This is an optimization exercise on Yosys and OpenROAD, whose aim is small area and a short achievable clock period, not a production implementation.

==> run H: inputs <==
==> flow/design.v <==
module k423_if_ras_ctl #(
  parameter int NS   = 16,
  parameter int PW   = 4,
  parameter int XLEN = 32,
  parameter int CW   = 5
) (
  input  logic            fire_i,
  input  logic            call_i,
  input  logic            ret_i,
  input  logic [XLEN-1:0] pc_i,
  input  logic [PW-1:0]   ptr_i,
  input  logic [CW-1:0]   cnt_i,
  input  logic [XLEN-1:0] top_i,      
  input  logic [XLEN-1:0] tg_i,       
  input  logic [7:0]      rc_i,
  input  logic [XLEN-1:0] rd_a_i,     
  input  logic [7:0]      rd_rc_i,
  output logic [NS-1:0]   we_o,       
  output logic [XLEN-1:0] top_o,
  output logic [XLEN-1:0] tg_o,
  output logic [7:0]      rc_o,
  output logic [PW-1:0]   ptr_o,
  output logic [CW-1:0]   cnt_o
);
  logic            ne, full, eq, sat, rcz;
  logic            push, pop, both, same, wr;
  logic            bump, unwind, newup, repl, rem, ld;
  logic [XLEN-1:0] ra, rd4;
  logic [PW-1:0]   up, dn;
  logic [7:0]      rc_inc, rc_dec;
  logic [CW-1:0]   cnt_inc, cnt_dec;
  assign ra[1:0]  = pc_i[1:0];
  assign rd4[1:0] = rd_a_i[1:0];
  assign ra[2]    = ~pc_i[2];
  assign rd4[2]   = ~rd_a_i[2];
  for (genvar k = 3; k < XLEN; k++) begin : g_a
    assign ra[k]  = pc_i[k]   ^ (&pc_i[k-1:2]);
    assign rd4[k] = rd_a_i[k] ^ (&rd_a_i[k-1:2]);
  end
  assign rc_inc[0] = ~rc_i[0];
  assign rc_dec[0] = ~rc_i[0];
  for (genvar k = 1; k < 8; k++) begin : g_r
    assign rc_inc[k] = rc_i[k] ^ (&rc_i[k-1:0]);
    assign rc_dec[k] = rc_i[k] ^ ~(|rc_i[k-1:0]);
  end
  assign cnt_inc[0] = ~cnt_i[0];
  assign cnt_dec[0] = ~cnt_i[0];
  for (genvar k = 1; k < CW; k++) begin : g_c
    assign cnt_inc[k] = cnt_i[k] ^ (&cnt_i[k-1:0]);
    assign cnt_dec[k] = cnt_i[k] ^ ~(|cnt_i[k-1:0]);
  end
  assign up[0] = ~ptr_i[0];
  assign dn[0] = ~ptr_i[0];
  for (genvar k = 1; k < PW; k++) begin : g_p
    assign up[k] = ptr_i[k] ^ (&ptr_i[k-1:0]);
    assign dn[k] = ptr_i[k] ^ ~(|ptr_i[k-1:0]);
  end
  assign ne    = (cnt_i != '0);
  assign full  = cnt_i[CW-1];
  assign eq    = (top_i == pc_i);            
  assign sat   = &rc_i;
  assign rcz   = ~|rc_i;
  assign push   = fire_i & call_i & ~ret_i;
  assign pop    = fire_i & ret_i & ~call_i;
  assign both   = fire_i & call_i & ret_i;
  assign same   = ne & eq & ~sat;
  assign wr     = fire_i & call_i & ~(ret_i & ne);    
  assign bump   = push & same;
  assign newup  = (push & ~same) | (both & ~ne);
  assign repl   = both & ne;
  assign unwind = pop & ne & ~rcz;
  assign rem    = pop & ne & rcz;
  assign ld     = newup | repl;
  always_comb
    for (int i = 0; i < NS; i++)
      we_o[i] = wr & (up == i);
  assign top_o = ld ? pc_i : (rem ? rd_a_i : top_i);
  assign tg_o  = ld ? ra : (rem ? rd4 : tg_i);
  assign rc_o  = ld ? 8'h00 : (rem ? rd_rc_i : (bump ? rc_inc : (unwind ? rc_dec : rc_i)));
  assign ptr_o = newup ? up : (rem ? dn : ptr_i);
  assign cnt_o = (newup & ~full) ? cnt_inc : (rem ? cnt_dec : cnt_i);
endmodule
module k423_if_ras #(
  parameter int RAS_DEPTH = 16,
  parameter int RAS_PTR_W = $clog2(RAS_DEPTH)
) (
  input  logic                            clk_i,
  input  logic                            rst_i,
  input  logic                            flush_i,
  input  logic                            if_vld_i,
  input  logic [32-1:0]           if_pc_i,
  input  logic                            dec_call_i,
  input  logic                            dec_ret_i,
  input  logic                            cmt_vld_i,
  input  logic [32-1:0]           cmt_pc_i,
  input  logic                            cmt_call_i,
  input  logic                            cmt_ret_i,
  output logic                            ras_vld_o,
  output logic [32-1:0]           ras_tgt_o,
  output logic [$clog2(RAS_DEPTH+1)-1:0]  ras_cnt_o
);
  localparam int NS   = RAS_DEPTH;
  localparam int PW   = RAS_PTR_W;
  localparam int XLEN = 32;
  localparam int CW   = $clog2(RAS_DEPTH+1);
  logic [XLEN-1:0] c_top, c_top_n, c_rd_a, c_tg, c_tg_n;
  logic [7:0]      c_rc, c_rc_n, c_rd_rc;
  logic [XLEN-1:0] c_sa [NS];
  logic [7:0]      c_sr [NS];
  logic [PW-1:0]   c_ptr, c_ptr_n;
  logic [NS-1:0]   c_we;
  logic [CW-1:0]   c_cnt, c_cnt_n;
  logic [XLEN-1:0] s_top, s_top_n, s_rd_a, s_tg, s_tg_n;
  logic [7:0]      s_rc, s_rc_n, s_rd_rc;
  logic [XLEN-1:0] s_sa [NS];
  logic [7:0]      s_sr [NS];
  logic [PW-1:0]   s_ptr, s_ptr_n;
  logic [NS-1:0]   s_we;
  logic [CW-1:0]   s_cnt, s_cnt_n;
  always_comb begin
    c_rd_a = '0; c_rd_rc = '0; s_rd_a = '0; s_rd_rc = '0;
    for (int i = 0; i < NS; i++) begin
      c_rd_a  = c_rd_a  | ({XLEN{c_ptr == i}} & c_sa[i]);
      c_rd_rc = c_rd_rc | ({8{c_ptr == i}}    & c_sr[i]);
      s_rd_a  = s_rd_a  | ({XLEN{s_ptr == i}} & s_sa[i]);
      s_rd_rc = s_rd_rc | ({8{s_ptr == i}}    & s_sr[i]);
    end
  end
  k423_if_ras_ctl #(.NS(NS), .PW(PW), .XLEN(XLEN), .CW(CW)) u_cctl (
    .fire_i(cmt_vld_i), .call_i(cmt_call_i), .ret_i(cmt_ret_i), .pc_i(cmt_pc_i),
    .ptr_i(c_ptr), .cnt_i(c_cnt), .top_i(c_top), .tg_i(c_tg), .rc_i(c_rc),
    .rd_a_i(c_rd_a), .rd_rc_i(c_rd_rc),
    .we_o(c_we), .top_o(c_top_n), .tg_o(c_tg_n), .rc_o(c_rc_n), .ptr_o(c_ptr_n), .cnt_o(c_cnt_n)
  );
  k423_if_ras_ctl #(.NS(NS), .PW(PW), .XLEN(XLEN), .CW(CW)) u_sctl (
    .fire_i(if_vld_i), .call_i(dec_call_i), .ret_i(dec_ret_i), .pc_i(if_pc_i),
    .ptr_i(s_ptr), .cnt_i(s_cnt), .top_i(s_top), .tg_i(s_tg), .rc_i(s_rc),
    .rd_a_i(s_rd_a), .rd_rc_i(s_rd_rc),
    .we_o(s_we), .top_o(s_top_n), .tg_o(s_tg_n), .rc_o(s_rc_n), .ptr_o(s_ptr_n), .cnt_o(s_cnt_n)
  );
  logic [NS-1:0]   m_we, s_g, s_f, s_h;
  logic [XLEN-1:0] m_a;
  logic [7:0]      m_r;
  assign m_we = flush_i ? c_we : s_we;
  assign m_a  = flush_i ? c_top : s_top;
  assign m_r  = flush_i ? c_rc  : s_rc;
  assign s_g  = m_we;
  assign s_f  = ~m_we & {NS{flush_i}};
  assign s_h  = ~m_we & {NS{~flush_i}};
  always_ff @(posedge clk_i) begin
    for (int i = 0; i < NS; i++) begin
      if (c_we[i]) begin
        c_sa[i] <= c_top;
        c_sr[i] <= c_rc;
      end
      s_sa[i] <= ({XLEN{s_g[i]}} & m_a) | ({XLEN{s_f[i]}} & c_sa[i]) | ({XLEN{s_h[i]}} & s_sa[i]);
      s_sr[i] <= ({8{s_g[i]}}    & m_r) | ({8{s_f[i]}}    & c_sr[i]) | ({8{s_h[i]}}    & s_sr[i]);
    end
    c_top <= c_top_n;
    c_tg  <= c_tg_n;
    c_rc  <= c_rc_n;
    s_top <= flush_i ? c_top_n : s_top_n;
    s_tg  <= flush_i ? c_tg_n  : s_tg_n;
    s_rc  <= flush_i ? c_rc_n  : s_rc_n;
  end
  always_ff @(posedge clk_i or posedge rst_i) begin
    if (rst_i) begin
      c_ptr <= '0;
      c_cnt <= '0;
      s_ptr <= '0;
      s_cnt <= '0;
    end else begin
      c_ptr <= c_ptr_n;
      c_cnt <= c_cnt_n;
      s_ptr <= flush_i ? c_ptr_n : s_ptr_n;
      s_cnt <= flush_i ? c_cnt_n : s_cnt_n;
    end
  end
  assign ras_tgt_o = s_tg;
  assign ras_vld_o = (s_cnt != '0);
  assign ras_cnt_o = s_cnt;
endmodule
==> flow/run.sh <==
#!/bin/bash
# synth_recipe.tcl (not shown) runs the flow's synth.tcl, then flattens the netlist and writes it again
# the make line also repeats each setting of config.mk as NAME=value (left out here)
make -C /OpenROAD-flow-scripts/flow DESIGN_CONFIG=/design/flow/config.mk WORK_HOME=/design/flow/orfs CLKGATE_MAP_FILE= SYNTH_SCRIPT=/design/flow/synth_recipe.tcl finish
==> flow/config.mk <==
export PLATFORM = sky130hd
export DESIGN_NAME = k423_if_ras
export DESIGN_NICKNAME = k423_if_ras
export VERILOG_FILES = /design/flow/design.v
export SDC_FILE = /design/flow/constraint.sdc
export NUM_CORES = 4
export LEC_CHECK = 0
export CAP_MARGIN = 20
export CORE_MARGIN = 2
export CORE_UTILIZATION = 55
export SETUP_SLACK_MARGIN = 4.0
export SLEW_MARGIN = 20
==> flow/constraint.sdc <==
create_clock -name core_clock -period 7.0 [get_ports {clk_i}]
set_input_delay 1.4000 -clock core_clock [delete_from_list [all_inputs] [get_ports {clk_i}]]
set_output_delay 1.4000 -clock core_clock [all_outputs]
set_load 0.01 [all_outputs]
==> inputs of run K, as changes to run H <==
--- a/flow/design.v
+++ b/flow/design.v
@@ -1,6 +1,5 @@
 module k423_if_ras_ctl #(
-  parameter int NS   = 16,
-  parameter int PW   = 4,
+  parameter int NS   = 15,
   parameter int XLEN = 32,
   parameter int CW   = 5
 ) (
@@ -8,7 +7,7 @@
   input  logic            call_i,
   input  logic            ret_i,
   input  logic [XLEN-1:0] pc_i,
-  input  logic [PW-1:0]   ptr_i,
+  input  logic [NS-1:0]   ptr_i,      
   input  logic [CW-1:0]   cnt_i,
   input  logic [XLEN-1:0] top_i,      
   input  logic [XLEN-1:0] tg_i,       
@@ -19,14 +18,14 @@
   output logic [XLEN-1:0] top_o,
   output logic [XLEN-1:0] tg_o,
   output logic [7:0]      rc_o,
-  output logic [PW-1:0]   ptr_o,
+  output logic [NS-1:0]   ptr_o,
   output logic [CW-1:0]   cnt_o
 );
   logic            ne, full, eq, sat, rcz;
-  logic            push, pop, both, same, wr;
+  logic            push, pop, both, same;
   logic            bump, unwind, newup, repl, rem, ld;
   logic [XLEN-1:0] ra, rd4;
-  logic [PW-1:0]   up, dn;
+  logic [NS-1:0]   up, dn;
   logic [7:0]      rc_inc, rc_dec;
   logic [CW-1:0]   cnt_inc, cnt_dec;
   assign ra[1:0]  = pc_i[1:0];
@@ -49,12 +48,8 @@
     assign cnt_inc[k] = cnt_i[k] ^ (&cnt_i[k-1:0]);
     assign cnt_dec[k] = cnt_i[k] ^ ~(|cnt_i[k-1:0]);
   end
-  assign up[0] = ~ptr_i[0];
-  assign dn[0] = ~ptr_i[0];
-  for (genvar k = 1; k < PW; k++) begin : g_p
-    assign up[k] = ptr_i[k] ^ (&ptr_i[k-1:0]);
-    assign dn[k] = ptr_i[k] ^ ~(|ptr_i[k-1:0]);
-  end
+  assign up = {ptr_i[NS-2:0], ptr_i[NS-1]};
+  assign dn = {ptr_i[0], ptr_i[NS-1:1]};
   assign ne    = (cnt_i != '0);
   assign full  = cnt_i[CW-1];
   assign eq    = (top_i == pc_i);            
@@ -64,16 +59,13 @@
   assign pop    = fire_i & ret_i & ~call_i;
   assign both   = fire_i & call_i & ret_i;
   assign same   = ne & eq & ~sat;
-  assign wr     = fire_i & call_i & ~(ret_i & ne);    
   assign bump   = push & same;
   assign newup  = (push & ~same) | (both & ~ne);
   assign repl   = both & ne;
   assign unwind = pop & ne & ~rcz;
   assign rem    = pop & ne & rcz;
   assign ld     = newup | repl;
-  always_comb
-    for (int i = 0; i < NS; i++)
-      we_o[i] = wr & (up == i);
+  assign we_o  = {NS{newup}} & up;
   assign top_o = ld ? pc_i : (rem ? rd_a_i : top_i);
   assign tg_o  = ld ? ra : (rem ? rd4 : tg_i);
   assign rc_o  = ld ? 8'h00 : (rem ? rd_rc_i : (bump ? rc_inc : (unwind ? rc_dec : rc_i)));
@@ -99,40 +91,39 @@
   output logic [32-1:0]           ras_tgt_o,
   output logic [$clog2(RAS_DEPTH+1)-1:0]  ras_cnt_o
 );
-  localparam int NS   = RAS_DEPTH;
-  localparam int PW   = RAS_PTR_W;
+  localparam int NS   = RAS_DEPTH - 1;
   localparam int XLEN = 32;
   localparam int CW   = $clog2(RAS_DEPTH+1);
   logic [XLEN-1:0] c_top, c_top_n, c_rd_a, c_tg, c_tg_n;
   logic [7:0]      c_rc, c_rc_n, c_rd_rc;
   logic [XLEN-1:0] c_sa [NS];
   logic [7:0]      c_sr [NS];
-  logic [PW-1:0]   c_ptr, c_ptr_n;
+  logic [NS-1:0]   c_ptr, c_ptr_n;
   logic [NS-1:0]   c_we;
   logic [CW-1:0]   c_cnt, c_cnt_n;
   logic [XLEN-1:0] s_top, s_top_n, s_rd_a, s_tg, s_tg_n;
   logic [7:0]      s_rc, s_rc_n, s_rd_rc;
   logic [XLEN-1:0] s_sa [NS];
   logic [7:0]      s_sr [NS];
-  logic [PW-1:0]   s_ptr, s_ptr_n;
+  logic [NS-1:0]   s_ptr, s_ptr_n;
   logic [NS-1:0]   s_we;
   logic [CW-1:0]   s_cnt, s_cnt_n;
   always_comb begin
     c_rd_a = '0; c_rd_rc = '0; s_rd_a = '0; s_rd_rc = '0;
     for (int i = 0; i < NS; i++) begin
-      c_rd_a  = c_rd_a  | ({XLEN{c_ptr == i}} & c_sa[i]);
-      c_rd_rc = c_rd_rc | ({8{c_ptr == i}}    & c_sr[i]);
-      s_rd_a  = s_rd_a  | ({XLEN{s_ptr == i}} & s_sa[i]);
-      s_rd_rc = s_rd_rc | ({8{s_ptr == i}}    & s_sr[i]);
+      c_rd_a  = c_rd_a  | ({XLEN{c_ptr[i]}} & c_sa[i]);
+      c_rd_rc = c_rd_rc | ({8{c_ptr[i]}}    & c_sr[i]);
+      s_rd_a  = s_rd_a  | ({XLEN{s_ptr[i]}} & s_sa[i]);
+      s_rd_rc = s_rd_rc | ({8{s_ptr[i]}}    & s_sr[i]);
     end
   end
-  k423_if_ras_ctl #(.NS(NS), .PW(PW), .XLEN(XLEN), .CW(CW)) u_cctl (
+  k423_if_ras_ctl #(.NS(NS), .XLEN(XLEN), .CW(CW)) u_cctl (
     .fire_i(cmt_vld_i), .call_i(cmt_call_i), .ret_i(cmt_ret_i), .pc_i(cmt_pc_i),
     .ptr_i(c_ptr), .cnt_i(c_cnt), .top_i(c_top), .tg_i(c_tg), .rc_i(c_rc),
     .rd_a_i(c_rd_a), .rd_rc_i(c_rd_rc),
     .we_o(c_we), .top_o(c_top_n), .tg_o(c_tg_n), .rc_o(c_rc_n), .ptr_o(c_ptr_n), .cnt_o(c_cnt_n)
   );
-  k423_if_ras_ctl #(.NS(NS), .PW(PW), .XLEN(XLEN), .CW(CW)) u_sctl (
+  k423_if_ras_ctl #(.NS(NS), .XLEN(XLEN), .CW(CW)) u_sctl (
     .fire_i(if_vld_i), .call_i(dec_call_i), .ret_i(dec_ret_i), .pc_i(if_pc_i),
     .ptr_i(s_ptr), .cnt_i(s_cnt), .top_i(s_top), .tg_i(s_tg), .rc_i(s_rc),
     .rd_a_i(s_rd_a), .rd_rc_i(s_rd_rc),
@@ -165,9 +156,9 @@
   end
   always_ff @(posedge clk_i or posedge rst_i) begin
     if (rst_i) begin
-      c_ptr <= '0;
+      c_ptr <= NS'(1);
       c_cnt <= '0;
-      s_ptr <= '0;
+      s_ptr <= NS'(1);
       s_cnt <= '0;
     end else begin
       c_ptr <= c_ptr_n;
==> impl_results.md <==
* Final GP Congestion at 1.03
* Register bit total from synthesis at 1442
* Tool Error: [ERROR RSZ-0074] Failed to build tree from global routes for pin 'rebuffer664/X' and net 'net664' at grid (106950, 169050): found route to 5 pins, expected 6
* Die Ht at 340 um
* Post-synth EDFFs at 712
* Status: aborted with a tool error
* Post-synth top cells: a22oi_1 (916), o21ai_0 (779), dfxtp_1 (712), edfxtp_1 (712), clkbuf_1 (360)
* Exit stage: global routing
* Mux share of post-synthesis cell area at 2.75%
* Mean Syn Cell Area at 11.2 um^2
* Synthesized instance count at 5538
That was run H.
==> impl_results.md <==
* Status: aborted with a tool error
* Exit stage: global routing
* Tool Error: [ERROR GRT-0116] Global routing finished with congestion. Check the congestion regions in the DRC Viewer.
* Post-synth EDFFs at 672
* Cell Area, Placed at 0.0612 mm^2
* Fraction of registers with async set/reset at 2.89%
* Final GP Congestion at 0.959
* Synthesized instance count at 5062
* Post-synth top flop: edfxtp_1
* Mux share of post-synthesis cell area at 1.61%
* Site Rows at 118
* Register bit total from synthesis at 1384
* Initial Util at 55.6%
* GR Util met3 at 78.5%
* Die Ht at 328 um
* Mean Syn Cell Area at 11.4 um^2
* Post-synth top cells: a22oi_1 (1018), dfxtp_1 (672), edfxtp_1 (672), o21ai_1 (619), clkbuf_1 (252)
That was run K.
No run of this note included a check of the RTL's function; only the layout flow was run.
